What follows belongs to an exercise in optimizing a design on an open flow for small area and a short achievable clock period; a production flow would make more cautious choices.
In this exercise RTL edits were held to simulation tests only and were not proved equivalent to the original.
Power is estimated from default activity; no workload was simulated.

===== design/flow/constraint.sdc =====
create_clock -name core_clock -period 4.5 [get_ports {clk}]
set_input_delay 0.9000 -clock core_clock [delete_from_list [all_inputs] [get_ports {clk}]]
set_output_delay 0.9000 -clock core_clock [all_outputs]
set_load 0.01 [all_outputs]

===== design/flow/config.mk =====
export PLATFORM = sky130hd
export DESIGN_NAME = chip_link_tx
export DESIGN_NICKNAME = chip_link_tx
export VERILOG_FILES = /design/flow/design.v
export SDC_FILE = /design/flow/constraint.sdc
export NUM_CORES = 4
export LEC_CHECK = 0
export CAP_MARGIN = 20
export CORE_MARGIN = 2
export CORE_UTILIZATION = 55
export SETUP_SLACK_MARGIN = 2.5
export SLEW_MARGIN = 20
export TNS_END_PERCENT = 5

===== design/flow/run.sh =====
#!/bin/bash
# synth_recipe.tcl (not shown) runs the flow's synth.tcl, then flattens the netlist and writes it again
# the make line also repeats each setting of config.mk as NAME=value (left out here)
make -C /OpenROAD-flow-scripts/flow DESIGN_CONFIG=/design/flow/config.mk WORK_HOME=/design/flow/orfs CLKGATE_MAP_FILE= SYNTH_SCRIPT=/design/flow/synth_recipe.tcl finish

===== design/flow/design.v =====
`default_nettype none
package link_pkg;
    localparam int word_width      = 64;
    localparam int lane_width      = 16;
    localparam int lane_count      = 4;
    localparam int lane_idx_width  = $clog2(lane_count) + 1;
    localparam int fifo_depth_log2 = 4;
    localparam int length_width    = 32;
    localparam logic [2:0] kind_tik = 3'd3;
    typedef enum logic [2:0] {
        send_idle  = 3'd0,
        send_data  = 3'd1,
        ready_wait = 3'd2,
        tik_wait   = 3'd3,
        tik_end    = 3'd4
    } send_state_e;
    typedef union packed {
        logic [lane_count-1:0][lane_width-1:0] lanes;
        struct packed {
            logic [4:0]              rsvd_hi;
            logic [2:0]              kind;
            logic [22:0]             rsvd_lo;
            logic                    end_flag;
            logic [length_width-1:0] length;
        } cmd;
    } link_word_u;
endpackage
`default_nettype wire
`default_nettype none
module chip_link_tx
(
    input  wire                   clk,
    input  wire                   rst_n,
    input  wire [link_pkg::word_width-1:0]  s_tdata,
    input  wire                   s_tvalid,
    output logic                  s_tready,
    output logic                  tik,
    output logic [link_pkg::lane_width-1:0] lane_data,
    output logic                  lane_valid,
    output logic                  lane_par,
    input  wire                   link_ready,
    input  wire                   link_err
);
    localparam int RN = 15;    
    logic [63:0]   mem [0:RN-1];
    logic [RN-1:0] woh;         
    logic [RN-1:0] rsel;        
    logic [RN-1:0] rsel_b;      
    logic [3:0]    rcount;      
    logic          rnempty;     
    logic          full;        
    logic          full_o;      
    logic [63:0]   head;
    logic          hv;          
    logic [63:0]   hold;
    logic [3:0]    zg;          
    logic          p_lane;      
    logic          st_act, st_data, st_rwait, st_cmd, st_twait;
    logic          lv_o;        
    logic [2:0]    lane_cnt;
    logic          tik_flag, end_flag;
    logic          tik_o;       
    logic          par_o;
    logic          ready_d, ready_2d, err_d, err_2d;
    logic          ld_q;        
    logic          adv_q;       
    logic          kp_hi_q;     
    logic          kp_md_q;     
    logic          kp_lo_q;     
    logic st_idle, wr, take_head, pop, push;
    logic ready_high, ready_low, err_low;
    logic last_lane, busy, done, head_cmd;
    assign st_idle    = !st_act;
    assign ready_high = ready_d & ready_2d;
    assign ready_low  = !ready_d & !ready_2d;
    assign err_low    = !err_d & !err_2d;
    assign wr         = s_tvalid & !full;
    assign take_head  = st_idle | !hv;           
    assign pop        = take_head & rnempty;
    assign push       = wr & !(take_head & !rnempty);
    assign head_cmd   = (head[58:56] == link_pkg::kind_tik);
    assign last_lane  = lane_cnt[2];
    assign busy       = tik_flag | end_flag;
    assign done       = &zg;
    logic [RN-1:0] hsel, hsel_b;
    logic          hsel_in, hkeep;
    assign hsel    = rsel & {RN{take_head}};
    assign hsel_b  = rsel_b & {RN{take_head}};
    assign hsel_in = take_head & !rnempty;
    assign hkeep   = !take_head;
    logic [63:0] head_nx;
    always_comb begin
        head_nx = (s_tdata & {64{hsel_in}}) | (head & {64{hkeep}});
        for (int i = 0; i < RN; i++) begin
            head_nx[63:32] = head_nx[63:32] | (mem[i][63:32] & {32{hsel_b[i]}});
            head_nx[31:0]  = head_nx[31:0]  | (mem[i][31:0]  & {32{hsel[i]}});
        end
    end
    always_ff @(posedge clk or negedge rst_n) begin
        if (!rst_n) begin
            woh     <= RN'(1);
            rsel    <= '0;
            rsel_b  <= '0;
            rcount  <= '0;
            rnempty <= 1'b0;
            full    <= 1'b0;
            full_o  <= 1'b0;
            hv      <= 1'b0;
        end else begin
            if (push) woh <= {woh[RN-2:0], woh[RN-1]};
            if (pop) begin
                if (rcount == 4'd1 && !push) begin
                    rsel   <= '0;
                    rsel_b <= '0;
                end else begin
                    rsel   <= {rsel[RN-2:0], rsel[RN-1]};
                    rsel_b <= {rsel_b[RN-2:0], rsel_b[RN-1]};
                end
            end else if (push && !rnempty) begin
                rsel   <= woh;
                rsel_b <= woh;
            end
            if (push && !pop) begin
                rcount  <= rcount + 4'd1;
                rnempty <= 1'b1;
                full    <= (rcount == 4'd14);
            end else if (pop && !push) begin
                rcount  <= rcount - 4'd1;
                rnempty <= (rcount != 4'd1);
                full    <= 1'b0;
            end
            full_o <= ((rcount == 4'd14) & push & !pop) | ((rcount == 4'd15) & !(pop & !push));
            if (take_head) hv <= rnempty | wr;
        end
    end
    always_ff @(posedge clk) begin
        for (int i = 0; i < RN; i++) if (s_tvalid && !full && woh[i]) mem[i] <= s_tdata;
    end
    always_ff @(posedge clk) begin
        head <= head_nx;
    end
    always_ff @(posedge clk or negedge rst_n) begin
        if (!rst_n) begin
            ready_d  <= 1'b0;
            ready_2d <= 1'b0;
            err_d    <= 1'b0;
            err_2d   <= 1'b0;
        end else begin
            ready_d  <= link_ready;
            ready_2d <= ready_d;
            err_d    <= link_err;
            err_2d   <= err_d;
        end
    end
    logic n_idle, n_data, n_rwait, n_cmd, n_twait, n_adv;
    always_comb begin
        n_idle  = (st_idle & !hv) | (st_rwait & ready_low & last_lane) | (st_twait & !busy);
        n_data  = (st_idle & hv & !head_cmd) | (st_data & !ready_high) |
                  (st_rwait & ready_low & !last_lane);
        n_rwait = (st_data & ready_high) | (st_rwait & !ready_low);
        n_cmd   = st_idle & hv & head_cmd;
        n_twait = st_cmd | (st_twait & busy);
        n_adv   = n_data & link_ready & ready_d & !link_err & !err_d;
    end
    always_ff @(posedge clk or negedge rst_n) begin
        if (!rst_n) begin
            st_act   <= 1'b0;
            st_data  <= 1'b0;
            st_rwait <= 1'b0;
            st_cmd   <= 1'b0;
            st_twait <= 1'b0;
            lv_o     <= 1'b0;
            ld_q     <= 1'b0;
            adv_q    <= 1'b0;
            kp_hi_q  <= 1'b0;
            kp_md_q  <= 1'b0;
            kp_lo_q  <= 1'b0;
        end else begin
            st_act   <= !n_idle;
            st_data  <= n_data;
            st_rwait <= n_rwait;
            st_cmd   <= n_cmd;
            st_twait <= n_twait;
            lv_o     <= (st_idle & hv & !head_cmd) | (lv_o & !ready_high) |
                        (st_rwait & ready_low & !last_lane);
            ld_q     <= n_idle;
            adv_q    <= n_adv;
            kp_hi_q  <= !(n_idle | n_adv);
            kp_md_q  <= !(n_idle | n_adv | n_twait);
            kp_lo_q  <= !(n_idle | n_twait);
        end
    end
    always_ff @(posedge clk or negedge rst_n) begin
        if (!rst_n) begin
            lane_cnt <= '0;
        end else if (st_rwait && ready_low && last_lane) begin
            lane_cnt <= '0;
        end else if (adv_q) begin
            lane_cnt <= lane_cnt + 3'd1;
        end
    end
    logic [31:0] hold_dec;
    logic [3:0]  bin;
    logic [3:0]  zg_dec;
    logic [3:0]  zg_head;
    assign bin = {zg[2] & zg[1] & zg[0], zg[1] & zg[0], zg[0], 1'b1};
    always_comb begin
        for (int k = 0; k < 4; k++) begin
            hold_dec[8*k +: 8] = bin[k] ? hold[8*k +: 8] - 8'd1 : hold[8*k +: 8];
            zg_dec[k]          = bin[k] ? (hold[8*k +: 8] == 8'd1) : zg[k];
            zg_head[k]         = (head[8*k +: 8] == 8'd0);
        end
    end
    logic        p_lane_nx;
    logic [63:0] hold_nx;
    logic [3:0]  zg_nx;
    always_comb begin
        hold_nx[63:32] = (head[63:32] & {32{ld_q}}) | (hold[47:16] & {32{adv_q}}) |
                         (hold[63:32] & {32{kp_hi_q}});
        hold_nx[31:16] = (head[31:16] & {16{ld_q}}) | (hold[15:0] & {16{adv_q}}) |
                         (hold_dec[31:16] & {16{st_twait}}) | (hold[31:16] & {16{kp_md_q}});
        hold_nx[15:0]  = (head[15:0] & {16{ld_q}}) | (hold_dec[15:0] & {16{st_twait}}) |
                         (hold[15:0] & {16{kp_lo_q}});
        zg_nx          = (zg_head & {4{ld_q}}) | (zg_dec & {4{st_twait}}) | (zg & {4{kp_lo_q}});
        p_lane_nx      = (ld_q & ^head[63:48]) | (adv_q & ^hold[47:32]) | (kp_hi_q & p_lane);
    end
    always_ff @(posedge clk) begin
        hold   <= hold_nx;
        zg     <= zg_nx;
        p_lane <= p_lane_nx;
    end
    always_ff @(posedge clk or negedge rst_n) begin
        if (!rst_n) begin
            par_o <= 1'b0;
        end else begin
            par_o <= n_data & p_lane_nx;
        end
    end
    always_ff @(posedge clk or negedge rst_n) begin
        if (!rst_n) begin
            tik_flag <= 1'b0;
            end_flag <= 1'b0;
            tik_o    <= 1'b0;
        end else begin
            if (st_cmd) begin
                tik_flag <= !hold[32];
                end_flag <= hold[32];
            end else if (done) begin
                tik_flag <= 1'b0;
                end_flag <= 1'b0;
            end
            tik_o <= (st_cmd & !hold[32]) | (tik_o & !done);
        end
    end
    assign s_tready   = !full_o;
    assign tik        = tik_o;
    assign lane_valid = lv_o;
    assign lane_data  = hold[63:48];
    assign lane_par   = par_o;
endmodule
`default_nettype wire

==> impl_metrics.env, run 1 <==
export IMPL_status="timing/DRC/antenna clean"
export IMPL_grt_util_met3=0.0583
export IMPL_start_kind="flop"
export IMPL_drtPass1Iterations=8
export IMPL_clock_latency_ps=690
export IMPL_vias=26300
export IMPL_max_cap_violations=0
export IMPL_path_delay_family="compound AO/OA/AOI/OAI gates"
export IMPL_path_clk_slew_ps=60
export IMPL_fin_crit_ps=2160
export IMPL_synth_area_um2=43100
export IMPL_io_buffers=88
export IMPL_synth_area_leaders="edfxtp_1, dfxtp_1, dfrtp_1"
export IMPL_gp_congestion=0.829
export IMPL_coreArea_um2=77500
export IMPL_grt_busiest_layer="met1"
export IMPL_clk_path_buf_depth=3
export IMPL_grt_pass1_wl_um=182000
export IMPL_crit_buf_inv=1
export IMPL_yosys_top_cells_count="edfxtp_1, a22oi_1, a22o_1"
export IMPL_numCtsBuffers=115
export IMPL_cp_required_ps=5030
export IMPL_final_util=0.644
export IMPL_yosysSeqAreaShare=0.774
export IMPL_netlist_instances=2587
export IMPL_synth_top_area_cell="edfxtp_1"
export IMPL_worstRegToRegCells=5
export IMPL_antenna_found_initial=1
export IMPL_cpPeakStageDelay_ps=630
export IMPL_area_growth_pct=15.8
export IMPL_grt_max_degree=75
export IMPL_use_met2=0.470
export IMPL_drtIter0Drc=3773
export IMPL_finalHoldViolCount=0
export IMPL_grtUsageTotal=0.313
export IMPL_skew_ps=20.8
export IMPL_ant_nets=0
export IMPL_initial_utilization=0.556
export IMPL_worstPathCellList="buf_4 > a22o_1 > a221oi_1 > and3_1 > a41oi_1"
export IMPL_cp_arrival_ps=2690
export IMPL_clock_sinks=1167
export IMPL_crit_path_end_kind="flop"
export IMPL_routed_wl_um=127000
export IMPL_synth_avg_cell_area_um2=16.7
export IMPL_cpMaxStageDelayCell="dfrtp_1"
export IMPL_r2r_start="rsel_b[14]"
export IMPL_final_nets=2804
export IMPL_cp_depth=5
export IMPL_cts_tree="done"
export IMPL_viasPerCell=6.80
export IMPL_dp_hpwl_um=68100
export IMPL_rows=102
export IMPL_ioPinCount=89
export IMPL_ys_async_sr_fraction=0.0634
export IMPL_overflow=0
export IMPL_powerDensity_nw_per_um2=581
export IMPL_die_y_um=284
export IMPL_timing_fmax_ghz=0.464
export IMPL_syn_num_nets=2672
export IMPL_clock_root_buffer="clkbuf_16"
export IMPL_grt_util_met1=0.479
export IMPL_setup_viol=0
export IMPL_hold_slack_ps=351
export IMPL_drv_slew=0
export IMPL_p_total_mw=29.0
export IMPL_slew_headroom=0.300
export IMPL_r2r_slack_ps=2340
export IMPL_post_drt_wl_per_cell_um=32.8
export IMPL_peakVddDrop_uv=371
export IMPL_grt_setup_unrepaired="true"
export IMPL_hp_class="input pin to asynchronous set/reset pin"
export IMPL_cts_max_level=3
export IMPL_fin_tns_setup_ps=0
export IMPL_tightest_slew_ps=1050
export IMPL_synth_top_cell_area_share=0.669
export IMPL_synth_seq_cells=1167
export IMPL_power_leakage_nw=17.1
export IMPL_drive_gt1_frac=0.145
export IMPL_grt_pass1_vias=25300
export IMPL_synth_edff_count=960
export IMPL_synth_warnings=2
export IMPL_dieArea_um2=80600
export IMPL_reg2reg_to="head[37]"
export IMPL_crit_type="flop to flop"
export IMPL_die_w_um=284
export IMPL_cp_startpoint="rsel_b[14]"
export IMPL_cp_max_fo=21
export IMPL_synth_distinct_cells=61
export IMPL_drc_errors=0
export IMPL_synth_most_common_cell="edfxtp_1"
export IMPL_ys_flop_type="edfxtp_1"
export IMPL_timing_final_crit_share=0.479
export IMPL_cp_endpoint="head[37]"
per-layer routing:
layer | vias up | routed length (um) | part of all wire
li1 | 10900 | - | -
met1 | 13600 | 53400 | 0.42
met2 | 1583 | 56700 | 0.45
met3 | 198 | 13400 | 0.11
met4 | 0 | 3080 | 0.024
met5 | - | 0 | 0
kinds of logic after synthesis:
logic type	count (synthesis)	synth area share
DFF	1167	0.774
adders and majority gates	16	0.00465
buffers and inverters	259	0.0256
AOI/OAI and AO/OA	769	0.145
muxes	18	0.00462
xor gates and xnor gates	52	0.0106
and+or+nand+nor	306	0.0356
area by class of cell:
class | instances | area, um^2
inverters | 57 | 226
diodes | 1 | 2.50
fillers | 5542 | 27600
repair buffers | 201 | 2030
flip-flops and latches | 1167 | 33400
multi-input cells | 1177 | 8930
well taps | 1040 | 1300
clock buffers | 145 | 3100
clock inverters | 74 | 920
stage by stage:
step                      setup slack [ps]  std cells  cell area, um^2
after floorplan                       2250       2587            43200
after global placement                1150       3587            45200
after detailed placement              1140       3587            45200
after CTS                             2250       3851            49800
after global routing                  2340       3861            49900
final                                 2340       3862            49900
worst min path at each step:
stage	cells past startpoint	slack, ps	to
finish	1	350	lane_cnt[0]
global route	1	420	adv_q
global placement	2	440	p_lane
floorplan	1	410	adv_q
CTS	1	370	adv_q
detailed placement	2	450	p_lane
cells in the final DEF (no fill, tap or decap), types with 19 or more instances in the layout:
| cell type | Yosys | final |
|---|---|---|
| buf_12 | 0 | 21 |
| a21oi_1 | 53 | 52 |
| edfxtp_1 | 960 | 960 |
| nand2_1 | 47 | 44 |
| buf_4 | 17 | 81 |
| and2_4 | 0 | 20 |
| bufinv_16 | 0 | 21 |
| clkdlybuf4s50_1 | 0 | 63 |
| clkinv_1 | 1 | 19 |
| inv_1 | 55 | 53 |
| dfxtp_1 | 133 | 125 |
| nor2_1 | 113 | 111 |
| a22oi_1 | 181 | 181 |
| o21ai_0 | 23 | 23 |
| buf_6 | 2 | 19 |
| dfrtp_1 | 73 | 59 |
| xnor2_1 | 40 | 40 |
| clkinv_2 | 0 | 26 |
| clkbuf_1 | 135 | 20 |
| a41oi_1 | 53 | 53 |
| clkbuf_16 | 0 | 116 |
| a22o_1 | 176 | 176 |
| a221oi_1 | 166 | 166 |
| a222oi_1 | 60 | 60 |
| and3_1 | 57 | 56 |
power by group:
group	switching (mW)	internal, mW
registers	1.07	12.1
clock network	4.07	6.08
logic	3.49	2.15
total	8.62	20.3
sequential cells by signal, summed over array words and instances (netlist names), 4 cells and up:
register	count
mem	960
woh	15
rsel	15
hold	64
head	64
zg	4
rsel_b	15
rcount	4
timing repair:
action / CTS / global route
buffers inserted: 28 / 10
endpoints found under the setup margin: 1039 / 311
hold buffers: 0 / 0
pin swaps: 14 / 2
resized for setup: 56 / 81
cloned: 17 / 0
==> run 2, diff against run 1 <==
--- a/design/flow/design.v
+++ b/design/flow/design.v
@@ -47,3 +47,2 @@
     logic [RN-1:0] rsel;        
-    logic [RN-1:0] rsel_b;      
     logic [3:0]    rcount;      
@@ -84,6 +83,5 @@
     assign done       = &zg;
-    logic [RN-1:0] hsel, hsel_b;
+    logic [RN-1:0] hsel;
     logic          hsel_in, hkeep;
     assign hsel    = rsel & {RN{take_head}};
-    assign hsel_b  = rsel_b & {RN{take_head}};
     assign hsel_in = take_head & !rnempty;
@@ -93,6 +91,3 @@
         head_nx = (s_tdata & {64{hsel_in}}) | (head & {64{hkeep}});
-        for (int i = 0; i < RN; i++) begin
-            head_nx[63:32] = head_nx[63:32] | (mem[i][63:32] & {32{hsel_b[i]}});
-            head_nx[31:0]  = head_nx[31:0]  | (mem[i][31:0]  & {32{hsel[i]}});
-        end
+        for (int i = 0; i < RN; i++) head_nx = head_nx | (mem[i] & {64{hsel[i]}});
     end
@@ -102,3 +97,2 @@
             rsel    <= '0;
-            rsel_b  <= '0;
             rcount  <= '0;
@@ -113,6 +107,4 @@
                     rsel   <= '0;
-                    rsel_b <= '0;
                 end else begin
                     rsel   <= {rsel[RN-2:0], rsel[RN-1]};
-                    rsel_b <= {rsel_b[RN-2:0], rsel_b[RN-1]};
                 end
@@ -120,3 +112,2 @@
                 rsel   <= woh;
-                rsel_b <= woh;
             end
--- a/design/flow/config.mk
+++ b/design/flow/config.mk
@@ -10,2 +10,3 @@
 export CORE_UTILIZATION = 55
+export CTS_BUF_LIST = sky130_fd_sc_hd__clkbuf_8
 export SETUP_SLACK_MARGIN = 2.5
==> run 2 against run 1 <==
Still clean. Worst setup slack lost 120 ps. Combinational power increased by 18%. Clock-buffer cell count increased by 54. First-iteration DRC count grew 6.6%. Synthesized area shrank 1.6%. Critical endpoint is now tik.
==> impl_metrics.env, run 2 <==
export IMPL_dp_hpwl_um=65000
export IMPL_die_w_um=282
export IMPL_holdBufCountCts=0
export IMPL_peakVddDrop_uv=581
export IMPL_status="timing/DRC/antenna clean"
export IMPL_cp_arrival_ps=1380
export IMPL_timing_final_crit_share=0.507
export IMPL_routed_wl_um=138000
export IMPL_synth_area_um2=42400
export IMPL_post_drt_wl_per_cell_um=35.3
export IMPL_viasPerCell=6.82
export IMPL_cpMaxStageDelayCell="dfrtp_1"
export IMPL_largest_register="mem"
export IMPL_drc_errors=0
export IMPL_cpPeakStageDelay_ps=420
export IMPL_final_nets=2800
export IMPL_reg_largest_list="mem x960, head x64, hold x64"
export IMPL_fin_area_um2=48900
export IMPL_crit_buf_inv=1
export IMPL_yosys_top_cells_count="edfxtp_1, a22o_1, a221oi_1"
export IMPL_drive_gt1_frac=0.165
export IMPL_synth_distinct_cells=54
export IMPL_synth_top_cell_area_share=0.680
export IMPL_path_clk_slew_ps=60
export IMPL_hold_slack_ps=251
export IMPL_ys_flop_type="edfxtp_1"
export IMPL_clock_latency_ps=820
export IMPL_rows=101
export IMPL_hp_class="input pin to asynchronous set/reset pin"
export IMPL_layout_common_cells="edfxtp_1, clkbuf_8, a22o_1"
export IMPL_grt_pass1_vias=25300
export IMPL_slew_headroom=0.343
export IMPL_synth_seq_cells=1152
export IMPL_numCtsBuffers=179
export IMPL_dpl_cell_count=3489
export IMPL_stdcell_count=3897
export IMPL_clock_sinks=1152
export IMPL_pwr_share_comb=0.236
export IMPL_synth_avg_cell_area_um2=17.0
export IMPL_ys_async_sr_fraction=0.0512
export IMPL_power_leakage_nw=16.9
export IMPL_placed_area_um2=44500
export IMPL_io_buffers=88
export IMPL_drtPass1Iterations=12
export IMPL_synth_top_area_cell="edfxtp_1"
export IMPL_grtUsageTotal=0.330
export IMPL_overflow=0
export IMPL_dieArea_um2=79300
export IMPL_powerDensity_nw_per_um2=575
export IMPL_gp_congestion=0.840
export IMPL_cts_max_level=4
export IMPL_grt_pass1_wl_um=184000
export IMPL_fin_crit_ps=2280
export IMPL_coreArea_um2=76100
export IMPL_p_seq_frac=0.469
export IMPL_clk_path_buf_depth=3
export IMPL_syn_num_nets=2581
export IMPL_cp_max_fo=2
export IMPL_crit_type="flop to primary output"
export IMPL_synth_area_leaders="edfxtp_1, dfxtp_1, a22o_1"
export IMPL_timing_fmax_ghz=0.438
export IMPL_cp_required_ps=3600
export IMPL_vias=26600
export IMPL_largest_reg_flops=960
export IMPL_layout_commonest_cell="edfxtp_1"
export IMPL_drtIter0Drc=4022
export IMPL_yosysSeqAreaShare=0.778
export IMPL_tightest_slew_ps=986
export IMPL_die_y_um=282
export IMPL_fin_tns_setup_ps=0
export IMPL_pwr_share_clk=0.295
export IMPL_ioPinCount=89
export IMPL_setup_viol=0
export IMPL_grt_setup_unrepaired="true"
export IMPL_synth_warnings=2
export IMPL_synth_edff_count=960
export IMPL_initial_utilization=0.557
export IMPL_drv_slew=0
export IMPL_grt_max_degree=65
export IMPL_antenna_found_initial=7
export IMPL_skew_ps=30.9
export IMPL_area_growth_pct=15.4
export IMPL_start_kind="flop"
export IMPL_cts_tree="done"
export IMPL_finalHoldViolCount=0
export IMPL_clock_root_buffer="clkbuf_8"
export IMPL_intPower_mw=18.7
export IMPL_switching_share=0.334
export IMPL_ant_nets=0
export IMPL_netlist_instances=2496
export IMPL_synth_most_common_cell="edfxtp_1"
export IMPL_worstPathCellList="buf_2"
export IMPL_max_cap_violations=0
export IMPL_p_switching_mw=9.41
export IMPL_path_delay_family="flip-flops"
export IMPL_crit_path_end_kind="primary output"
export IMPL_r2r_slack_ps=2350
## run 2: cell types whose count changed after synthesis, moves of 11 or more
cell,delta
a21oi_1,-22
a221oi_1,+26
a22o_1,+17
a22oi_1,-31
a41oi_1,+11
buf_1,+24
buf_2,+19
clkbuf_1,-65
dfrtp_1,-15
## run 2: worst paths after layout
path | start | end | depth (start not counted)
worst max-delay path | tik_o | tik | 1
worst min-delay path | rst_n | err_d | 2
worst max register to register | st_act | rcount[3] | 6
worst min register to register | err_d | adv_q | 1
max in group asynchronous | rst_n | rsel[8] | 2
min in group core_clock | err_d | adv_q | 1
## run 2: layout make-up
cell class | count | area, um^2
Clock buffer | 199 | 2740
Timing Repair inverter | 1 | 5.00
Inverter | 57 | 230
Timing Repair Buffer | 207 | 2330
Sequential cell | 1152 | 33100
Tap cell | 1030 | 1290
Multi-Input combinational cell | 1117 | 8600
Clock inverter | 130 | 643
Fill cell | 5516 | 27200
Antenna cell | 4 | 10.0
## run 2: routing by layer
layer  GRT usage  wire length [um]
met5           0                46
met4       0.109              5340
met3      0.0733             16700
met2       0.524             63600
met1       0.458             52000
## run 2: power groups by stage
stage | Combinational (mW) | Sequential (mW) | Clock [mW]
floorplan | 3.63 | 12.3 | 0
global placement | 4.20 | 14.1 | 0
detailed placement | 4.23 | 14.1 | 0
CTS | 5.00 | 13.7 | 8.35
global route | 6.89 | 13.2 | 8.82
finish | 6.64 | 13.2 | 8.28
## run 2: logic make-up (layout without fill, tap and decap cells)
kind of cell             after synthesis  count (layout)  synth area share
flip-flops                          1152            1152             0.778
AO/OA/AOI/OAI                        734             734             0.143
AND/OR/NAND/NOR                      286             297            0.0347
buffers and inverters                238             594            0.0246
XOR/XNOR                              52              52            0.0107
multiplexers                          18              18           0.00469
adder cells (fa/ha/maj)               16              16           0.00472
other                                  0               4                 0
## run 2: metrics by stage
stage / setup slack [ps] / utilization / total power, mW
after detailed placement: 1050 / 0.584 / 18.4
after global placement: 1030 / 0.584 / 18.3
after CTS: 2150 / 0.636 / 27.1
final: 2220 / 0.643 / 28.1
after floorplan: 2250 / - / 16.0
after global routing: 2150 / 0.643 / 28.9
## run 2: what timing repair did
| item | in CTS | in global routing |
|---|---|---|
| endpoints found under the setup margin | 1033 | 358 |
| gates resized for setup | 131 | 10 |
| pin swaps | 11 | 0 |
| gates cloned | 11 | 1 |
| buffers inserted | 28 | 34 |
==> run 3, diff against run 2 <==
--- a/design/flow/config.mk
+++ b/design/flow/config.mk
@@ -10,3 +10,2 @@
 export CORE_UTILIZATION = 55
-export CTS_BUF_LIST = sky130_fd_sc_hd__clkbuf_8
 export SETUP_SLACK_MARGIN = 2.5
==> run 3 against run 2 <==
Largest cell class unchanged. Design area grew 0.92%. Register-to-register slack is essentially flat. First-iteration DRC count grew 8.3%. Worst setup slack gained 120 ps. Via count shrank 1.2%. Critical endpoint unchanged. Power grew 3.7%. Critical path depth is the same. Critical path type unchanged. Sequential cell count is the same. Die area is the same.
==> impl_metrics.env, run 3 <==
export IMPL_status="timing/DRC/antenna clean"
export IMPL_viasPerCell=6.94
export IMPL_worstRegToRegCells=4
export IMPL_grt_setup_unrepaired="true"
export IMPL_area_growth_pct=16.4
export IMPL_cp_endpoint="tik"
export IMPL_io_buffers=88
export IMPL_coreArea_um2=76100
export IMPL_syn_num_nets=2581
export IMPL_largest_reg_flops=960
export IMPL_synth_seq_cells=1152
export IMPL_tightest_slew_ps=937
export IMPL_crit_buf_inv=1
export IMPL_overflow=0
export IMPL_p_seq_frac=0.454
export IMPL_finalHoldViolCount=0
export IMPL_skew_ps=22.7
export IMPL_synth_area_leaders="edfxtp_1, dfxtp_1, a22o_1"
export IMPL_route_met2_wl_um=63400
export IMPL_hp_class="input pin to asynchronous set/reset pin"
export IMPL_drive_gt1_frac=0.146
export IMPL_antenna_found_initial=7
export IMPL_final_util=0.649
export IMPL_drc_errors=0
export IMPL_cp_required_ps=3600
export IMPL_synth_area_um2=42400
export IMPL_netlist_instances=2496
export IMPL_synth_top_cell_area_share=0.680
export IMPL_drtPass1Iterations=8
export IMPL_ioPinCount=89
export IMPL_path_delay_family="flip-flops"
export IMPL_dp_hpwl_um=65000
export IMPL_p_total_mw=29.2
export IMPL_die_y_um=282
export IMPL_fin_crit_ps=2160
export IMPL_pwr_share_clk=0.328
export IMPL_layout_commonest_cell="edfxtp_1"
export IMPL_cp_startpoint="tik_o"
export IMPL_timing_final_crit_share=0.480
export IMPL_cp_max_fo=2
export IMPL_final_nets=2740
export IMPL_ant_nets=0
export IMPL_rows=101
export IMPL_largest_register="mem"
export IMPL_intPower_mw=20.0
export IMPL_r2r_start="rsel[6]"
export IMPL_synth_edff_count=960
export IMPL_clock_sinks=1152
export IMPL_start_kind="flop"
export IMPL_numCtsBuffers=113
export IMPL_routed_wl_um=137000
export IMPL_pwr_share_comb=0.218
export IMPL_cpPeakStageDelay_ps=420
export IMPL_reg2reg_to="head[3]"
export IMPL_clk_path_buf_depth=3
export IMPL_synth_avg_cell_area_um2=17.0
export IMPL_ys_async_sr_fraction=0.0512
export IMPL_crit_path_end_kind="primary output"
export IMPL_post_drt_wl_per_cell_um=36.1
export IMPL_cp_depth=1
export IMPL_drtIter0Drc=4356
export IMPL_hold_slack_ps=356
export IMPL_drv_slew=0
export IMPL_grt_pass1_vias=24700
export IMPL_slew_headroom=0.376
export IMPL_holdBufCountCts=0
export IMPL_path_clk_slew_ps=60
export IMPL_clock_root_buffer="clkbuf_16"
export IMPL_r2r_slack_ps=2350
export IMPL_die_w_um=282
export IMPL_synth_warnings=2
export IMPL_top_layer="met5"
export IMPL_powerDensity_nw_per_um2=591
export IMPL_grtUsageTotal=0.332
export IMPL_dieArea_um2=79300
export IMPL_reg_largest_list="mem x960, head x64, hold x64"
export IMPL_yosysSeqAreaShare=0.778
export IMPL_cts_max_level=3
export IMPL_max_cap_violations=0
export IMPL_layout_common_cells="edfxtp_1, a22o_1, a221oi_1"
export IMPL_fin_tns_setup_ps=0
export IMPL_cp_arrival_ps=1260
export IMPL_grt_max_degree=65
export IMPL_power_leakage_nw=16.8
export IMPL_cpMaxStageDelayCell="dfrtp_1"
export IMPL_ys_flop_type="edfxtp_1"
export IMPL_synth_most_common_cell="edfxtp_1"
export IMPL_vias=26200
export IMPL_peakVddDrop_uv=578
export IMPL_crit_type="flop to primary output"
export IMPL_cts_tree="done"
export IMPL_initial_utilization=0.557
export IMPL_grt_pass1_wl_um=183000
export IMPL_wl_met1_um=50900
export IMPL_yosys_top_cells_count="edfxtp_1, a22o_1, a221oi_1"
export IMPL_synth_distinct_cells=54
export IMPL_clock_latency_ps=680
export IMPL_worstPathCellList="buf_2"
export IMPL_gp_congestion=0.840
export IMPL_timing_fmax_ghz=0.463
export IMPL_wl_met3_um=17100
export IMPL_setup_viol=0
export IMPL_synth_top_area_cell="edfxtp_1"
export IMPL_switching_share=0.316
export IMPL_p_switching_mw=9.20
[run 3: cell count changes in the layout (fill, tap and decap cells not counted), sizes merged]
cell / delta
bufbuf: +1
clkinv: -20
clkbuf: -25
diode: -3
nand2: +1
dlygate4sd2: -1
and2: +1
clkdlybuf4s15: +5
buf: -15
bufinv: +9
clkinvlp: -2
inv: -64
[run 3: layout make-up]
| cell class | instances | area (um^2) |
|---|---|---|
| Inverter | 57 | 244 |
| Timing Repair Buffer | 211 | 2360 |
| Clock buffer | 160 | 3240 |
| Clock inverter | 53 | 546 |
| Antenna cell | 1 | 2.50 |
| Tap cell | 1030 | 1290 |
| Timing Repair inverter | 1 | 5.00 |
| Multi-Input combinational cell | 1119 | 8630 |
| Sequential cell | 1152 | 33000 |
| Fill cell | 5401 | 26700 |
[run 3: repair_timing]
item                       4_1_cts  5_1_grt
cloned                          13        2
setup buffers                   38       28
pin swaps                       11        2
setup endpoints to repair     1081      170
gates resized for setup         45       49
[run 3: layer usage]
| metal | vias up | GRT usage |
|---|---|---|
| met5 | - | 0 |
| li1 | 10600 | - |
| met2 | 1838 | 0.521 |
| met1 | 13500 | 0.459 |
| met3 | 255 | 0.0803 |
| met4 | 6 | 0.110 |
[run 3: per-stage QoR]
step / cells / setup WS [ps] / cell area, um^2
final: 3784 / 2340 / 49300
after detailed placement: 3489 / 1050 / 44500
after global routing: 3784 / 2300 / 49300
after CTS: 3753 / 2260 / 48900
after floorplan: 2496 / 2250 / 42500
after global placement: 3489 / 1030 / 44500
[run 3: worst min path at each step]
stage,end,slack [ps],cells after the start
floorplan,adv_q,410,1
global placement,adv_q,440,1
detailed placement,adv_q,440,1
CTS,rcount[3],380,2
global route,rcount[3],420,2
finish,rcount[3],360,2
[run 3: cell families after synthesis]
family / share of synthesized area
mux: 0.00469
buf+inv: 0.0246
fa+ha+maj: 0.00472
flops: 0.778
compound gates: 0.143
xor+xnor: 0.0107
simple gates: 0.0347
[run 3: power groups by stage]
stage / sequential [mW] / combinational, mW / clock (mW)
3_5_place_dp: 14.1 / 4.23 / 0
6_report: 13.2 / 6.36 / 9.57
3_3_place_gp: 14.1 / 4.20 / 0
4_1_cts: 13.6 / 5.11 / 9.62
5_1_grt: 13.2 / 6.62 / 10.1
2_1_floorplan: 12.3 / 3.63 / 0
==> run 4, diff against run 3 <==
--- a/design/flow/config.mk
+++ b/design/flow/config.mk
@@ -10,2 +10,4 @@
 export CORE_UTILIZATION = 55
+export CTS_CLUSTER_DIAMETER = 60
+export CTS_CLUSTER_SIZE = 28
 export SETUP_SLACK_MARGIN = 2.5
==> run 4 against run 3 <==
Clock power is 19% lower. Critical path depth increased by 3. Combinational power down 7.1%. Largest power group unchanged. Synthesized area unchanged. Critical endpoint is now head[3]. Sequential cell count did not move. Final cell count fell by 2.2%. Global-route usage shrank 0.12 points. Power down 7.3%.
==> impl_metrics.env, run 4 <==
export IMPL_status="timing/DRC/antenna clean"
export IMPL_grt_setup_unrepaired="true"
export IMPL_grt_max_degree=65
export IMPL_routed_wl_um=134000
export IMPL_cts_max_level=3
export IMPL_path_clk_slew_ps=80
export IMPL_drc_errors=0
export IMPL_dpl_cell_count=3489
export IMPL_wl_met3_um=14400
export IMPL_viasPerCell=6.99
export IMPL_drtIter0Drc=4199
export IMPL_post_drt_wl_per_cell_um=36.2
export IMPL_multi_input_area_um2=8630
export IMPL_cp_required_ps=4970
export IMPL_power_leakage_nw=16.2
export IMPL_final_util=0.633
export IMPL_final_nets=2693
export IMPL_p_switching_mw=9.09
export IMPL_powerDensity_nw_per_um2=561
export IMPL_largest_reg_flops=960
export IMPL_timing_fmax_ghz=0.459
export IMPL_layout_commonest_cell="edfxtp_1"
export IMPL_grt_pass1_vias=24500
export IMPL_intPower_mw=17.9
export IMPL_drive_gt1_frac=0.133
export IMPL_io_buffers=88
export IMPL_switching_share=0.336
export IMPL_slew_headroom=0.362
export IMPL_yosysSeqAreaShare=0.778
export IMPL_max_cap_violations=0
export IMPL_clock_sinks=1152
export IMPL_vias=25900
export IMPL_pwr_share_comb=0.219
export IMPL_die_y_um=282
export IMPL_yosys_top_cells_count="edfxtp_1, a22o_1, a221oi_1"
export IMPL_rows=101
export IMPL_ant_nets=0
export IMPL_worstPathCellList="buf_6 > a22o_1 > a221oi_1 > a41oi_1"
export IMPL_crit_path_end_kind="flop"
export IMPL_worst_slack_ps=2320
export IMPL_clock_latency_ps=650
export IMPL_dieArea_um2=79300
export IMPL_synth_edff_count=960
export IMPL_wl_met1_um=51800
export IMPL_initial_utilization=0.557
export IMPL_finalHoldViolCount=0
export IMPL_cpMaxStageDelayCell="dfrtp_4"
export IMPL_start_kind="flop"
export IMPL_worstRegToRegCells=4
export IMPL_coreArea_um2=76100
export IMPL_synth_warnings=2
export IMPL_drv_slew=0
export IMPL_grt_pass1_wl_um=183000
export IMPL_dp_hpwl_um=65000
export IMPL_cts_tree="done"
export IMPL_gp_congestion=0.840
export IMPL_ioPinCount=89
export IMPL_hp_class="input pin to asynchronous set/reset pin"
export IMPL_largest_register="mem"
export IMPL_layout_common_cells="edfxtp_1, a22o_1, a221oi_1"
export IMPL_peakVddDrop_uv=515
export IMPL_synth_most_common_cell="edfxtp_1"
export IMPL_overflow=0
export IMPL_setup_viol=0
export IMPL_ys_flop_type="edfxtp_1"
export IMPL_synth_area_um2=42400
export IMPL_grtUsageTotal=0.330
export IMPL_fin_crit_ps=2180
export IMPL_antenna_found_initial=5
export IMPL_reg_largest_list="mem x960, head x64, hold x64"
export IMPL_pwr_share_clk=0.285
export IMPL_skew_ps=28.0
export IMPL_synth_seq_cells=1152
export IMPL_ys_async_sr_fraction=0.0512
export IMPL_cp_arrival_ps=2650
export IMPL_drtPass1Iterations=8
export IMPL_nFillCells=5484
export IMPL_area_growth_pct=13.7
export IMPL_fin_tns_setup_ps=0
export IMPL_crit_type="flop to flop"
export IMPL_cp_max_fo=36
export IMPL_tightest_slew_ps=957
export IMPL_stdcell_count=3700
export IMPL_syn_num_nets=2581
export IMPL_synth_avg_cell_area_um2=17.0
export IMPL_place_ws_ps=1050
export IMPL_top_layer="met5"
export IMPL_synth_area_leaders="edfxtp_1, dfxtp_1, a22o_1"
export IMPL_seq_area_um2=33000
export IMPL_die_w_um=282
export IMPL_timing_final_crit_share=0.485
export IMPL_synth_top_cell_area_share=0.680
export IMPL_netlist_instances=2496
export IMPL_clk_path_buf_depth=3
export IMPL_clock_root_buffer="clkbuf_16"
export IMPL_synth_top_area_cell="edfxtp_1"
export IMPL_route_met2_wl_um=62700
export IMPL_numCtsBuffers=77
export IMPL_synth_distinct_cells=54
export IMPL_cpPeakStageDelay_ps=730
export IMPL_p_seq_frac=0.496
## run 4: changes by cell type in the layout (fill, tap and decap cells not counted), moves of 5 or more
cell and delta:
clkbuf_16 -38, clkinv_2 -15, clkbuf_1 -25, clkinv_4 +7, inv_6 +6, buf_4 -5
clkbuf_8 -14, buf_12 -7, clkinv_1 -13, bufinv_16 -7, clkinv_8 +16
## run 4: path summary, 6_finish.rpt
check	from	end	slack (ps)
min	rst_n	rcount[1]	400
max in group asynchronous	rst_n	rsel[8]	3510
max reg2reg	rsel[1]	head[3]	2320
min in group core_clock	err_d	adv_q	460
min reg2reg	err_d	adv_q	460
max	rsel[1]	head[3]	2320
## run 4: layout make-up
type / count / share of cell area
repair buffers: 200 / 0.0462
multi-input cells: 1119 / 0.179
repair inverters: 1 / 0.000104
clock buffers: 84 / 0.0417
clock inverters: 56 / 0.0156
well taps: 1030 / 0.0268
diodes: 1 / 0.0000519
flip-flops and latches: 1152 / 0.686
inverters: 57 / 0.00478
## run 4: power groups by stage
stage          sequential, mW  combinational, mW  clock [mW]
5_1_grt                  13.4               6.20        8.16
6_report                 13.4               5.91        7.72
4_1_cts                  13.5               5.21        7.78
2_1_floorplan            12.3               3.63           0
3_5_place_dp             14.1               4.23           0
3_3_place_gp             14.1               4.20           0
## run 4: through the flow
stage | instance area (um^2) | hold slack [ps] | total power, mW
2_1_floorplan | 42500 | 413 | 16.0
3_3_place_gp | 44500 | 436 | 18.3
3_5_place_dp | 44500 | 436 | 18.4
4_1_cts | 47900 | 411 | 26.5
5_1_grt | 48200 | 451 | 27.7
6_report | 48200 | 399 | 27.0
## run 4: kinds of logic (layout without fill, tap and decap cells)
logic type / after synthesis / count (layout) / synth area share
XOR/XNOR: 52 / 52 / 0.0107
other: 0 / 1 / 0
AO/OA/AOI/OAI: 734 / 734 / 0.143
multiplexers: 18 / 18 / 0.00469
buffers and inverters: 238 / 398 / 0.0246
adder cells (fa/ha/maj): 16 / 16 / 0.00472
AND/OR/NAND/NOR: 286 / 299 / 0.0347
flip-flops: 1152 / 1152 / 0.778
## run 4: what timing repair did
| item | 4_1_cts | 5_1_grt |
|---|---|---|
| hold buffers | 0 | 0 |
| endpoints found under the setup margin | 1082 | 105 |
| gates cloned | 13 | 2 |
| pin swaps | 12 | 2 |
| resized for setup | 42 | 51 |
| buffers inserted | 37 | 17 |
## run 4: layer usage
metal | track usage | vias up
li1 | - | 10500
met1 | 0.469 | 13400
met2 | 0.528 | 1691
met3 | 0.0568 | 262
met4 | 0.101 | 6
met5 | 0 | -
## run 4: worst max-delay path, delay by kind of cell (launching register included)
kind | cells | cell delay, ps
buffers and inverters | 1 | 340
AOI/OAI and AO/OA | 3 | 860
DFF | 1 | 730
==> run 5, diff against run 4 <==
--- a/design/flow/config.mk
+++ b/design/flow/config.mk
@@ -11,3 +11,3 @@
 export CTS_CLUSTER_DIAMETER = 60
-export CTS_CLUSTER_SIZE = 28
+export CTS_CLUSTER_SIZE = 32
 export SETUP_SLACK_MARGIN = 2.5
==> run 5 against run 4 <==
Non-clock buffer count unchanged. Sequential share of layout area unchanged. Die area unchanged. Global-route usage unchanged. Sequential power about the same. Via count unchanged. Hold slack unchanged. Critical path depth unchanged. Wire length unchanged. Critical path type unchanged.
==> impl_metrics.env, run 5 <==
export IMPL_drtPass1Iterations=8
export IMPL_cpMaxStageDelayCell="dfrtp_4"
export IMPL_synth_top_cell_area_share=0.680
export IMPL_crit_path_end_kind="flop"
export IMPL_path_clk_slew_ps=80
export IMPL_timing_fmax_ghz=0.459
export IMPL_synth_most_common_cell="edfxtp_1"
export IMPL_ys_async_sr_fraction=0.0512
export IMPL_vias=25900
export IMPL_dp_hpwl_um=65000
export IMPL_die_y_um=282
export IMPL_setup_viol=0
export IMPL_netlist_instances=2496
export IMPL_cp_max_fo=36
export IMPL_yosysSeqAreaShare=0.778
export IMPL_ant_nets=0
export IMPL_cp_arrival_ps=2650
export IMPL_dieArea_um2=79300
export IMPL_numCtsBuffers=77
export IMPL_drive_gt1_frac=0.133
export IMPL_fin_tns_setup_ps=0
export IMPL_drv_slew=0
export IMPL_hp_class="input pin to asynchronous set/reset pin"
export IMPL_cp_depth=4
export IMPL_yosys_top_cells_count="edfxtp_1, a22o_1, a221oi_1"
export IMPL_drtIter0Drc=4199
export IMPL_drc_errors=0
export IMPL_synth_area_leaders="edfxtp_1, dfxtp_1, a22o_1"
export IMPL_p_total_mw=27.0
export IMPL_cts_tree="done"
export IMPL_seq_area_um2=33000
export IMPL_skew_ps=28.0
export IMPL_path_delay_family="compound AO/OA/AOI/OAI gates"
export IMPL_io_buffers=88
export IMPL_ioPinCount=89
export IMPL_synth_warnings=2
export IMPL_cp_required_ps=4970
export IMPL_reg_largest_list="mem x960, head x64, hold x64"
export IMPL_layout_common_cells="edfxtp_1, a22o_1, a221oi_1"
export IMPL_routed_wl_um=134000
export IMPL_synth_distinct_cells=54
export IMPL_grt_max_degree=65
export IMPL_worstRegToRegCells=4
export IMPL_fin_crit_ps=2180
export IMPL_antenna_found_initial=5
export IMPL_syn_num_nets=2581
export IMPL_coreArea_um2=76100
export IMPL_clk_path_buf_depth=3
export IMPL_nFillCells=5484
export IMPL_max_cap_violations=0
export IMPL_clock_root_buffer="clkbuf_16"
export IMPL_gp_congestion=0.840
export IMPL_powerDensity_nw_per_um2=561
export IMPL_cts_max_level=3
export IMPL_worstPathCellList="buf_6 > a22o_1 > a221oi_1 > a41oi_1"
export IMPL_layout_commonest_cell="edfxtp_1"
export IMPL_power_leakage_nw=16.2
export IMPL_start_kind="flop"
export IMPL_synth_area_um2=42400
export IMPL_finalHoldViolCount=0
export IMPL_clock_latency_ps=650
export IMPL_overflow=0
export IMPL_die_w_um=282
export IMPL_synth_top_area_cell="edfxtp_1"
export IMPL_synth_edff_count=960
export IMPL_crit_type="flop to flop"
export IMPL_grt_pass1_vias=24500
export IMPL_slew_headroom=0.362
export IMPL_timing_final_crit_share=0.485
export IMPL_synth_avg_cell_area_um2=17.0
export IMPL_clock_sinks=1152
export IMPL_largest_register="mem"
export IMPL_area_growth_pct=13.7
export IMPL_final_nets=2693
export IMPL_ys_flop_type="edfxtp_1"
export IMPL_tightest_slew_ps=957
export IMPL_status="timing/DRC/antenna clean"
export IMPL_grtUsageTotal=0.330
export IMPL_post_drt_wl_per_cell_um=36.2
export IMPL_crit_buf_inv=1
export IMPL_r2r_slack_ps=2320
export IMPL_synth_seq_cells=1152
export IMPL_grt_pass1_wl_um=183000
export IMPL_grt_setup_unrepaired="true"
export IMPL_largest_reg_flops=960
export IMPL_viasPerCell=6.99
export IMPL_cpPeakStageDelay_ps=730
export IMPL_peakVddDrop_uv=515
export IMPL_multi_input_area_um2=8630
export IMPL_rows=101
export IMPL_initial_utilization=0.557
-- run 5: cells by family (layout without fill, tap and decap cells) --
group / after synthesis / after routing / synth area share
xor+xnor: 52 / 52 / 0.0107
buf+inv: 238 / 398 / 0.0246
flops: 1152 / 1152 / 0.778
other cells: 0 / 1 / 0
fa+ha+maj: 16 / 16 / 0.00472
mux: 18 / 18 / 0.00469
compound gates: 734 / 734 / 0.143
simple gates: 286 / 299 / 0.0347
-- run 5: timing repair --
item,CTS,global route
hold buffers,0,0
setup endpoints to repair,1082,105
setup buffers,37,17
cloned,13,2
resized for setup,42,51
pin swaps,12,2
-- run 5: layout make-up --
type,count,share of cell area
Clock buffer,84,0.0417
Inverter,57,0.00478
Timing Repair Buffer,200,0.0462
Clock inverter,56,0.0156
Tap cell,1030,0.0268
Multi-Input combinational cell,1119,0.179
Timing Repair inverter,1,0.000104
Antenna cell,1,0.0000519
Sequential cell,1152,0.686
-- run 5: per-stage QoR --
| step | util | cell area (um^2) | setup slack [ps] | cells | hold WS [ps] |
|---|---|---|---|---|---|
| 5_1_grt | 0.633 | 48200 | 2320 | 3699 | 451 |
| 4_1_cts | 0.630 | 47900 | 2260 | 3679 | 411 |
| 3_3_place_gp | 0.584 | 44500 | 1030 | 3489 | 436 |
| 6_report | 0.633 | 48200 | 2320 | 3700 | 399 |
| 2_1_floorplan | - | 42500 | 2250 | 2496 | 413 |
| 3_5_place_dp | 0.584 | 44500 | 1050 | 3489 | 436 |
-- run 5: final timing paths --
kind / startpoint / to
min in group core_clock: err_d / adv_q
setup reg to reg: rsel[1] / head[3]
hold / removal: rst_n / rcount[1]
max in group asynchronous: rst_n / rsel[8]
setup / recovery: rsel[1] / head[3]
hold reg to reg: err_d / adv_q
-- run 5: report_power, final --
group          internal, mW  switching, mW  leakage, nW
Sequential             11.9           1.49         10.4
Combinational          2.28           3.63         4.44
Clock                  3.75           3.97         1.34
Total                  17.9           9.09         16.2
-- run 5: worst reg2reg max path: stages (launching register included) --
cell      delay [ps]
dfrtp_4          730
buf_6            380
a22o_1           300
a221oi_1         420
a41oi_1          180
-- run 5: routing by layer --
layer / track usage / share of wire / vias up
met5: 0 / 0.00031 / -
met4: 0.101 / 0.036 / 6
met3: 0.0568 / 0.11 / 262
met2: 0.528 / 0.47 / 1691
met1: 0.469 / 0.39 / 13400
li1: - / - / 10500
==> run 6, diff against run 5 <==
--- a/design/flow/config.mk
+++ b/design/flow/config.mk
@@ -11,3 +11,4 @@
 export CTS_CLUSTER_DIAMETER = 60
-export CTS_CLUSTER_SIZE = 32
+export CTS_CLUSTER_SIZE = 28
+export PLACE_DENSITY = 0.7
 export SETUP_SLACK_MARGIN = 2.5
==> run 6 against run 5 <==
Synthesized area stayed put. Highest routed layer unchanged. Largest power group unchanged. Sequential share of layout area is 0.30 points higher. Non-clock buffer count is 3 lower. Critical path type unchanged. Design area is 0.45% lower. Global-route usage is 1.5 points lower. Still clean on timing, DRC and antenna. Final cell count is 0.16% lower.
==> impl_metrics.env, run 6 <==
export IMPL_hp_class="input pin to asynchronous set/reset pin"
export IMPL_cp_arrival_ps=2590
export IMPL_io_buffers=88
export IMPL_drtPass1Iterations=11
export IMPL_crit_type="flop to flop"
export IMPL_yosysSeqAreaShare=0.778
export IMPL_slew_headroom=0.303
export IMPL_power_leakage_nw=16.1
export IMPL_synth_edff_count=960
export IMPL_routed_wl_um=129000
export IMPL_reg_largest_list="mem x960, head x64, hold x64"
export IMPL_worstRegToRegCells=5
export IMPL_overflow=0
export IMPL_setup_viol=0
export IMPL_timing_fmax_ghz=0.470
export IMPL_r2r_slack_ps=2370
export IMPL_grt_pass1_vias=24500
export IMPL_cp_required_ps=4960
export IMPL_timing_final_crit_share=0.473
export IMPL_synth_most_common_cell="edfxtp_1"
export IMPL_synth_top_area_cell="edfxtp_1"
export IMPL_fin_crit_ps=2130
export IMPL_fin_tns_setup_ps=0
export IMPL_status="timing/DRC/antenna clean"
export IMPL_layout_common_cells="edfxtp_1, a22o_1, a221oi_1"
export IMPL_drtIter0Drc=4649
export IMPL_ant_nets=0
export IMPL_powerDensity_nw_per_um2=555
export IMPL_worstPathCellList="buf_12 > a22o_1 > a221oi_1 > and3_1 > a41oi_1"
export IMPL_cp_startpoint="rsel[1]"
export IMPL_largest_reg_flops=960
export IMPL_clk_path_buf_depth=3
export IMPL_rows=101
export IMPL_synth_area_leaders="edfxtp_1, dfxtp_1, a22o_1"
export IMPL_dieArea_um2=79300
export IMPL_vias=26100
export IMPL_viasPerCell=7.06
export IMPL_cts_max_level=3
export IMPL_coreArea_um2=76100
export IMPL_post_drt_wl_per_cell_um=34.8
export IMPL_final_nets=2687
export IMPL_clock_sinks=1152
export IMPL_crit_path_end_kind="flop"
export IMPL_path_clk_slew_ps=80
export IMPL_drv_slew=0
export IMPL_reg2reg_to="head[58]"
export IMPL_die_y_um=282
export IMPL_drc_errors=0
export IMPL_largest_register="mem"
export IMPL_area_growth_pct=13.2
export IMPL_seq_area_um2=33000
export IMPL_die_w_um=282
export IMPL_grtUsageTotal=0.315
export IMPL_cp_max_fo=45
export IMPL_start_kind="flop"
export IMPL_synth_warnings=2
export IMPL_synth_area_um2=42400
export IMPL_drive_gt1_frac=0.135
export IMPL_finalHoldViolCount=0
export IMPL_gp_congestion=0.893
export IMPL_clock_latency_ps=670
export IMPL_grt_max_degree=69
export IMPL_nFillCells=5347
export IMPL_tightest_slew_ps=1050
export IMPL_cp_endpoint="head[58]"
export IMPL_initial_utilization=0.557
export IMPL_peakVddDrop_uv=382
export IMPL_cts_tree="done"
export IMPL_layout_commonest_cell="edfxtp_1"
export IMPL_dp_hpwl_um=63600
export IMPL_grt_pass1_wl_um=177000
export IMPL_antenna_found_initial=9
export IMPL_multi_input_area_um2=8690
export IMPL_yosys_top_cells_count="edfxtp_1, a22o_1, a221oi_1"
export IMPL_worst_slack_ps=2370
export IMPL_synth_distinct_cells=54
export IMPL_ys_flop_type="edfxtp_1"
export IMPL_netlist_instances=2496
export IMPL_r2r_start="rsel[1]"
export IMPL_final_util=0.630
export IMPL_cpPeakStageDelay_ps=650
export IMPL_synth_avg_cell_area_um2=17.0
export IMPL_max_cap_violations=0
export IMPL_synth_top_cell_area_share=0.680
export IMPL_numCtsBuffers=72
export IMPL_ys_async_sr_fraction=0.0512
export IMPL_cpMaxStageDelayCell="dfrtp_2"
export IMPL_synth_seq_cells=1152
export IMPL_clock_root_buffer="clkbuf_16"
export IMPL_place_ws_ps=988
export IMPL_skew_ps=46.0
export IMPL_grt_setup_unrepaired="true"
export IMPL_ioPinCount=89
export IMPL_syn_num_nets=2581
## run 6: cell families after synthesis
group / Yosys count / share of synthesized area
adders and majority gates: 16 / 0.00472
xor gates and xnor gates: 52 / 0.0107
AOI/OAI and AO/OA: 734 / 0.143
buffers and inverters: 238 / 0.0246
muxes: 18 / 0.00469
DFF: 1152 / 0.778
and+or+nand+nor: 286 / 0.0347
## run 6: final cells by class
class                   count  share of cell area
well taps                1030              0.0269
flip-flops and latches   1152               0.689
repair buffers            197              0.0446
multi-input cells        1122               0.181
clock buffers              78              0.0387
diodes                      2            0.000104
inverters                  57             0.00446
clock inverters            56              0.0153
## run 6: critical path: cells and delay by family, from the launching register on
| family | cells | cell delay [ps] |
|---|---|---|
| compound gates | 3 | 700 |
| buf+inv | 1 | 330 |
| flops | 1 | 650 |
| simple gates | 1 | 220 |
## run 6: metrics by stage
stage / hold WS [ps] / instances / power (mW) / cell area [um^2]
after floorplan: 413 / 2496 / 16.0 / 42500
after global routing: 474 / 3693 / 27.2 / 48000
after detailed placement: 449 / 3489 / 18.3 / 44400
after CTS: 408 / 3673 / 25.8 / 47600
after global placement: 436 / 3489 / 18.2 / 44400
final: 395 / 3694 / 26.6 / 48000
## run 6: worst min-delay path by stage
| stage | startpoint | to | slack [ps] | cells after the start |
|---|---|---|---|---|
| after floorplan | err_d | adv_q | 410 | 1 |
| after global placement | err_d | adv_q | 440 | 1 |
| after detailed placement | err_d | adv_q | 450 | 1 |
| after CTS | rst_n | lane_cnt[2] | 410 | 2 |
| after global routing | rst_n | lane_cnt[2] | 470 | 2 |
| final | rst_n | lane_cnt[2] | 400 | 2 |
## run 6: layer usage
| metal | GRT usage | routed length (um) | share of wire | up-vias |
|---|---|---|---|---|
| li1 | - | - | - | 10500 |
| met1 | 0.442 | 46600 | 0.36 | 13300 |
| met2 | 0.487 | 59200 | 0.46 | 1984 |
| met3 | 0.0772 | 17900 | 0.14 | 274 |
| met4 | 0.110 | 4690 | 0.037 | 12 |
| met5 | 0 | 72 | 0.00056 | - |
## run 6: timing repair
action                                  in CTS  in global routing
endpoints found under the hold margin        0                  0
pin swaps                                   10                  0
endpoints found under the setup margin    1071                385
resized for setup                           66                 48
setup buffers                               33                 19
hold buffers                                 0                  0
cloned                                      17                  0
## run 6: power breakdown
| group | internal (mW) | switching (mW) | leakage, nW |
|---|---|---|---|
| combinational | 2.35 | 3.73 | 4.44 |
| sequential | 11.9 | 1.15 | 10.4 |
| clock | 3.49 | 3.96 | 1.25 |
==> run 7, diff against run 6 <==
==> design/flow/flow/run.sh (new file) <==
#!/bin/bash
# The standard layout, with plain buffers (buf_2) on the ports instead of the
# buffer that buffer_ports picks by itself (a delay cell).
set -euo pipefail
bash standard.sh BUFFER_PORTS_ARGS="-buffer_cell sky130_fd_sc_hd__buf_2" finish > orfs_flow.log 2>&1
==> design/flow/standard.sh (new file) <==
#!/bin/bash
# synth_recipe.tcl (not shown) runs the flow's synth.tcl, then flattens the netlist and writes it again
# the make line also repeats each setting of config.mk as NAME=value (left out here)
make -C /OpenROAD-flow-scripts/flow DESIGN_CONFIG=/design/flow/config.mk WORK_HOME=/design/flow/orfs CLKGATE_MAP_FILE= SYNTH_SCRIPT=/design/flow/synth_recipe.tcl "${@:-finish}"
--- a/design/flow/config.mk
+++ b/design/flow/config.mk
@@ -10,5 +10,2 @@
 export CORE_UTILIZATION = 55
-export CTS_CLUSTER_DIAMETER = 60
-export CTS_CLUSTER_SIZE = 28
-export PLACE_DENSITY = 0.7
 export SETUP_SLACK_MARGIN = 2.5
removed: design/flow/run.sh
==> run 7 against run 6 <==
Combinational power grew 9.4%. First-iteration DRC count shrank 14%. Synthesized cell count is the same. Largest cell class unchanged.
==> impl_metrics.env, run 7 <==
export IMPL_drive_gt1_frac=0.171
export IMPL_skew_ps=25.9
export IMPL_synth_edff_count=960
export IMPL_synth_area_um2=42400
export IMPL_layout_commonest_cell="edfxtp_1"
export IMPL_drv_slew=0
export IMPL_cp_max_fo=37
export IMPL_placed_area_um2=43900
export IMPL_drc_errors=0
export IMPL_viasPerCell=6.96
export IMPL_area_growth_pct=15.3
export IMPL_vias=26300
export IMPL_netlist_instances=2496
export IMPL_synth_distinct_cells=54
export IMPL_synth_area_leaders="edfxtp_1, dfxtp_1, a22o_1"
export IMPL_cts_max_level=3
export IMPL_layout_common_cells="edfxtp_1, a22o_1, a221oi_1"
export IMPL_start_kind="flop"
export IMPL_place_ws_ps=1350
export IMPL_synth_most_common_cell="edfxtp_1"
export IMPL_largest_register="mem"
export IMPL_ys_flop_type="edfxtp_1"
export IMPL_slew_headroom=0.313
export IMPL_peakVddDrop_uv=480
export IMPL_syn_num_nets=2581
export IMPL_fin_area_um2=48900
export IMPL_timing_final_crit_share=0.481
export IMPL_path_clk_slew_ps=60
export IMPL_gp_congestion=0.844
export IMPL_synth_seq_cells=1152
export IMPL_synth_top_area_cell="edfxtp_1"
export IMPL_overflow=0
export IMPL_drtPass1Iterations=11
export IMPL_clock_sinks=1152
export IMPL_dp_hpwl_um=67200
export IMPL_power_leakage_nw=16.7
export IMPL_reg_largest_list="mem x960, head x64, hold x64"
export IMPL_setup_viol=0
export IMPL_ioPinCount=89
export IMPL_io_buffers=88
export IMPL_yosysSeqAreaShare=0.778
export IMPL_numCtsBuffers=116
export IMPL_grt_setup_unrepaired="true"
export IMPL_initial_utilization=0.557
export IMPL_largest_reg_flops=960
export IMPL_crit_path_frequent_cell="buf_12"
export IMPL_grt_pass1_wl_um=187000
export IMPL_yosys_top_cells_count="edfxtp_1, a22o_1, a221oi_1"
export IMPL_fin_tns_setup_ps=0
export IMPL_coreArea_um2=76100
export IMPL_cp_arrival_ps=2510
export IMPL_cts_tree="done"
export IMPL_grt_max_degree=85
export IMPL_ys_async_sr_fraction=0.0512
export IMPL_cp_required_ps=4850
export IMPL_synth_top_cell_area_share=0.680
export IMPL_cpPeakStageDelay_ps=560
export IMPL_synth_avg_cell_area_um2=17.0
export IMPL_max_cap_violations=0
export IMPL_routed_wl_um=139000
export IMPL_worst_slack_ps=2330
export IMPL_fin_crit_ps=2170
export IMPL_synth_warnings=2
export IMPL_post_drt_wl_per_cell_um=36.7
export IMPL_clk_path_buf_depth=3
export IMPL_dieArea_um2=79300
export IMPL_rows=101
export IMPL_grtUsageTotal=0.337
export IMPL_finalHoldViolCount=0
export IMPL_die_y_um=282
export IMPL_clock_root_buffer="clkbuf_16"
export IMPL_crit_path_end_kind="flop"
export IMPL_timing_fmax_ghz=0.462
export IMPL_ant_nets=0
export IMPL_crit_type="flop to flop"
export IMPL_tightest_slew_ps=1030
export IMPL_hp_class="input pin to asynchronous set/reset pin"
export IMPL_cpMaxStageDelayCell="and2_4"
export IMPL_clock_latency_ps=690
export IMPL_die_w_um=282
export IMPL_antenna_found_initial=11
export IMPL_powerDensity_nw_per_um2=604
export IMPL_p_total_mw=29.5
export IMPL_status="timing/DRC/antenna clean"
export IMPL_drtIter0Drc=3997
export IMPL_worstPathCellList="nor2b_4 > buf_12 > and2_4 > buf_12"
export IMPL_final_nets=2722
export IMPL_grt_pass1_vias=24900
[run 7: worst paths after layout]
check	slack (ps)	to	depth (start not counted)	startpoint
setup / recovery	2330	mem[3][17]	4	full
hold / removal	230	rcount[3]	1	rst_n
setup reg to reg	2330	mem[3][17]	4	full
hold reg to reg	450	adv_q	1	err_d
max in group asynchronous	3370	rsel[8]	2	rst_n
min in group core_clock	360	err_d	1	link_err
[run 7: power breakdown]
| part | total, mW | switching [mW] | internal [mW] |
|---|---|---|---|
| clock network | 9.77 | 4.05 | 5.72 |
| logic | 6.65 | 4.17 | 2.48 |
| registers | 13.1 | 1.15 | 11.9 |
| total | 29.5 | 9.37 | 20.1 |
[run 7: stage by stage]
step / hold WS (ps) / cells / utilization
final: 232 / 3786 / 0.642
after global routing: 255 / 3771 / 0.642
after CTS: 225 / 3735 / 0.634
after detailed placement: 442 / 3480 / 0.577
after global placement: 434 / 3480 / 0.577
after floorplan: 413 / 2496 / -
[run 7: timing repair]
item                                    CTS  global route
pin swaps                                14             0
hold buffers                              0             0
gates cloned                             16             1
buffers inserted                         19            33
gates resized for setup                  15            25
hold endpoints to repair                  0             0
endpoints found under the setup margin  894           609
[run 7: area by class of cell]
class | count | area, um^2
antenna | 17 | 42.5
timing repair buffer | 187 | 1670
tap | 1030 | 1290
sequential | 1152 | 33000
multi-input combinational | 1122 | 8680
timing repair inverter | 1 | 5.00
fill | 5399 | 27200
clock buffer | 171 | 3420
clock inverter | 49 | 489
inverter | 57 | 244
[run 7: critical path, delay by kind of cell, from the launching register on]
kind	cells	cell delay (ps)
flip-flops	1	490
AND/OR/NAND/NOR	2	740
buffers and inverters	2	540
[run 7: metal layers]
metal,up-vias,wire (um),global-route usage
met1,13600,53900,0.475
met5,-,0,0
met3,295,16300,0.0708
met4,0,6340,0.128
met2,1816,62600,0.520
li1,10600,-,-
[run 7: kinds of logic (layout without fill, tap and decap cells)]
| logic type | count (synthesis) | count (layout) | synth area share |
|---|---|---|---|
| DFF | 1152 | 1152 | 0.778 |
| AOI/OAI and AO/OA | 734 | 734 | 0.143 |
| and+or+nand+nor | 286 | 302 | 0.0347 |
| buffers and inverters | 238 | 465 | 0.0246 |
| xor gates and xnor gates | 52 | 52 | 0.0107 |
| muxes | 18 | 18 | 0.00469 |
| adders and majority gates | 16 | 16 | 0.00472 |
| other | 0 | 17 | 0 |
==> run 8, diff against run 7 <==
--- a/design/flow/config.mk
+++ b/design/flow/config.mk
@@ -10,2 +10,4 @@
 export CORE_UTILIZATION = 55
+export CTS_CLUSTER_DIAMETER = 50
+export CTS_CLUSTER_SIZE = 24
 export SETUP_SLACK_MARGIN = 2.5
==> run 8 against run 7 <==
Synthesized area did not move. Worst setup slack gained 8.8 ps. Critical path depth rose by 1. Clock skew up 6.4 ps. Die area unchanged. Clock power about the same. Sequential cell count did not move. Highest routed layer is now met5.
==> impl_metrics.env, run 8 <==
export IMPL_overflow=0
export IMPL_synth_distinct_cells=54
export IMPL_post_drt_wl_per_cell_um=36.9
export IMPL_worstRegToRegCells=5
export IMPL_dieArea_um2=79300
export IMPL_io_buffers=88
export IMPL_pwr_share_comb=0.224
export IMPL_layout_commonest_cell="edfxtp_1"
export IMPL_synth_most_common_cell="edfxtp_1"
export IMPL_p_seq_frac=0.438
export IMPL_powerDensity_nw_per_um2=607
export IMPL_die_w_um=282
export IMPL_p_total_mw=29.8
export IMPL_antenna_found_initial=10
export IMPL_hp_class="input pin to asynchronous set/reset pin"
export IMPL_viasPerCell=6.99
export IMPL_grt_max_degree=85
export IMPL_synth_top_area_cell="edfxtp_1"
export IMPL_synth_avg_cell_area_um2=17.0
export IMPL_drv_slew=0
export IMPL_yosysSeqAreaShare=0.778
export IMPL_drc_errors=0
export IMPL_timing_final_crit_share=0.479
export IMPL_synth_edff_count=960
export IMPL_cp_max_fo=38
export IMPL_layout_common_cells="edfxtp_1, a22o_1, a221oi_1"
export IMPL_seq_area_um2=33000
export IMPL_hold_slack_ps=222
export IMPL_largest_reg_flops=960
export IMPL_clk_path_buf_depth=3
export IMPL_slew_headroom=0.321
export IMPL_grt_setup_unrepaired="true"
export IMPL_switching_share=0.333
export IMPL_clock_root_buffer="clkbuf_16"
export IMPL_cts_max_level=3
export IMPL_power_leakage_nw=16.8
export IMPL_final_nets=2734
export IMPL_cp_arrival_ps=2500
export IMPL_holdBufCountCts=0
export IMPL_clock_sinks=1152
export IMPL_cts_tree="done"
export IMPL_clock_latency_ps=700
export IMPL_ys_flop_type="edfxtp_1"
export IMPL_grt_pass1_vias=24800
export IMPL_final_util=0.645
export IMPL_ant_nets=0
export IMPL_crit_path_end_kind="flop"
export IMPL_routed_wl_um=140000
export IMPL_timing_fmax_ghz=0.464
export IMPL_crit_type="flop to flop"
export IMPL_skew_ps=32.3
export IMPL_die_y_um=282
export IMPL_reg2reg_to="mem[10][46]"
export IMPL_status="timing/DRC/antenna clean"
export IMPL_multi_input_area_um2=8690
export IMPL_dp_hpwl_um=67200
export IMPL_rows=101
export IMPL_path_clk_slew_ps=70
export IMPL_peakVddDrop_uv=431
export IMPL_r2r_start="full"
export IMPL_cp_required_ps=4850
export IMPL_coreArea_um2=76100
export IMPL_r2r_slack_ps=2340
export IMPL_nFillCells=5322
export IMPL_synth_warnings=2
export IMPL_syn_num_nets=2581
export IMPL_netlist_instances=2496
export IMPL_synth_area_um2=42400
export IMPL_numCtsBuffers=111
export IMPL_largest_register="mem"
export IMPL_reg_largest_list="mem x960, head x64, hold x64"
## run 8: timing repair
action | CTS | global route
endpoints found under the hold margin | 0 | 0
pin swaps | 11 | 1
endpoints found under the setup margin | 895 | 551
cloned | 16 | 4
buffers inserted | 22 | 44
gates resized for setup | 20 | 18
## run 8: critical path: stages (launching register included)
cell     delay [ps]
dfrtp_1         480
nor2b_4         170
buf_12          200
buf_4           140
and2_4          370
buf_16          320
## run 8: area by class of cell
type,count,share of cell area
Antenna cell,13,0.000663
Clock buffer,121,0.0597
Clock inverter,91,0.0223
Inverter,57,0.00469
Multi-Input combinational cell,1124,0.177
Sequential cell,1152,0.673
Tap cell,1030,0.0263
Timing Repair Buffer,201,0.0361
Timing Repair inverter,2,0.000280
## run 8: cells by family after synthesis
kind of cell             share of synthesized area
AO/OA/AOI/OAI                                0.143
XOR/XNOR                                    0.0107
adder cells (fa/ha/maj)                    0.00472
buffers and inverters                       0.0246
flip-flops                                   0.778
multiplexers                               0.00469
AND/OR/NAND/NOR                             0.0347
## run 8: power groups by stage
stage	Combinational (mW)	Sequential, mW	Clock [mW]
after global placement	4.29	14.0	0
after global routing	6.94	13.1	10.5
after CTS	5.15	13.5	10.1
after detailed placement	4.33	14.0	0
after floorplan	3.63	12.3	0
final	6.68	13.1	10.1
## run 8: how the worst max path moves through the flow
stage             start          end  depth (start not counted)
2_1_floorplan  s_tvalid    rcount[3]                          7
3_3_place_gp   s_tvalid   mem[0][62]                          4
3_5_place_dp   s_tvalid   mem[0][62]                          4
4_1_cts         rsel[5]     head[43]                          5
5_1_grt          full_o     s_tready                          2
6_report           full  mem[10][46]                          5
## run 8: routing by layer
layer  wire (um)  global-route usage  share of wire
met1       53400               0.474           0.38
met4        6340               0.138          0.045
met5          15                   0        0.00011
met3       17000              0.0656           0.12
met2       63000               0.513           0.45
## run 8: stage by stage
step	worst slack [ps]	cell area [um^2]	cells
final	2340	49100	3791
after detailed placement	1350	43900	3480
after floorplan	2250	42500	2496
after global placement	1330	43900	3480
after global routing	2320	49100	3781
after CTS	2260	48400	3730

Re-timed with assumed drivers on the ports (clkbuf_16 on the clock, buf_2 on other inputs), run 8 has 2.314 ns of setup slack against 2.343 ns with ideal ports, and 1.763 ns once port delays also move by the mid clock arrival of 0.750 ns.
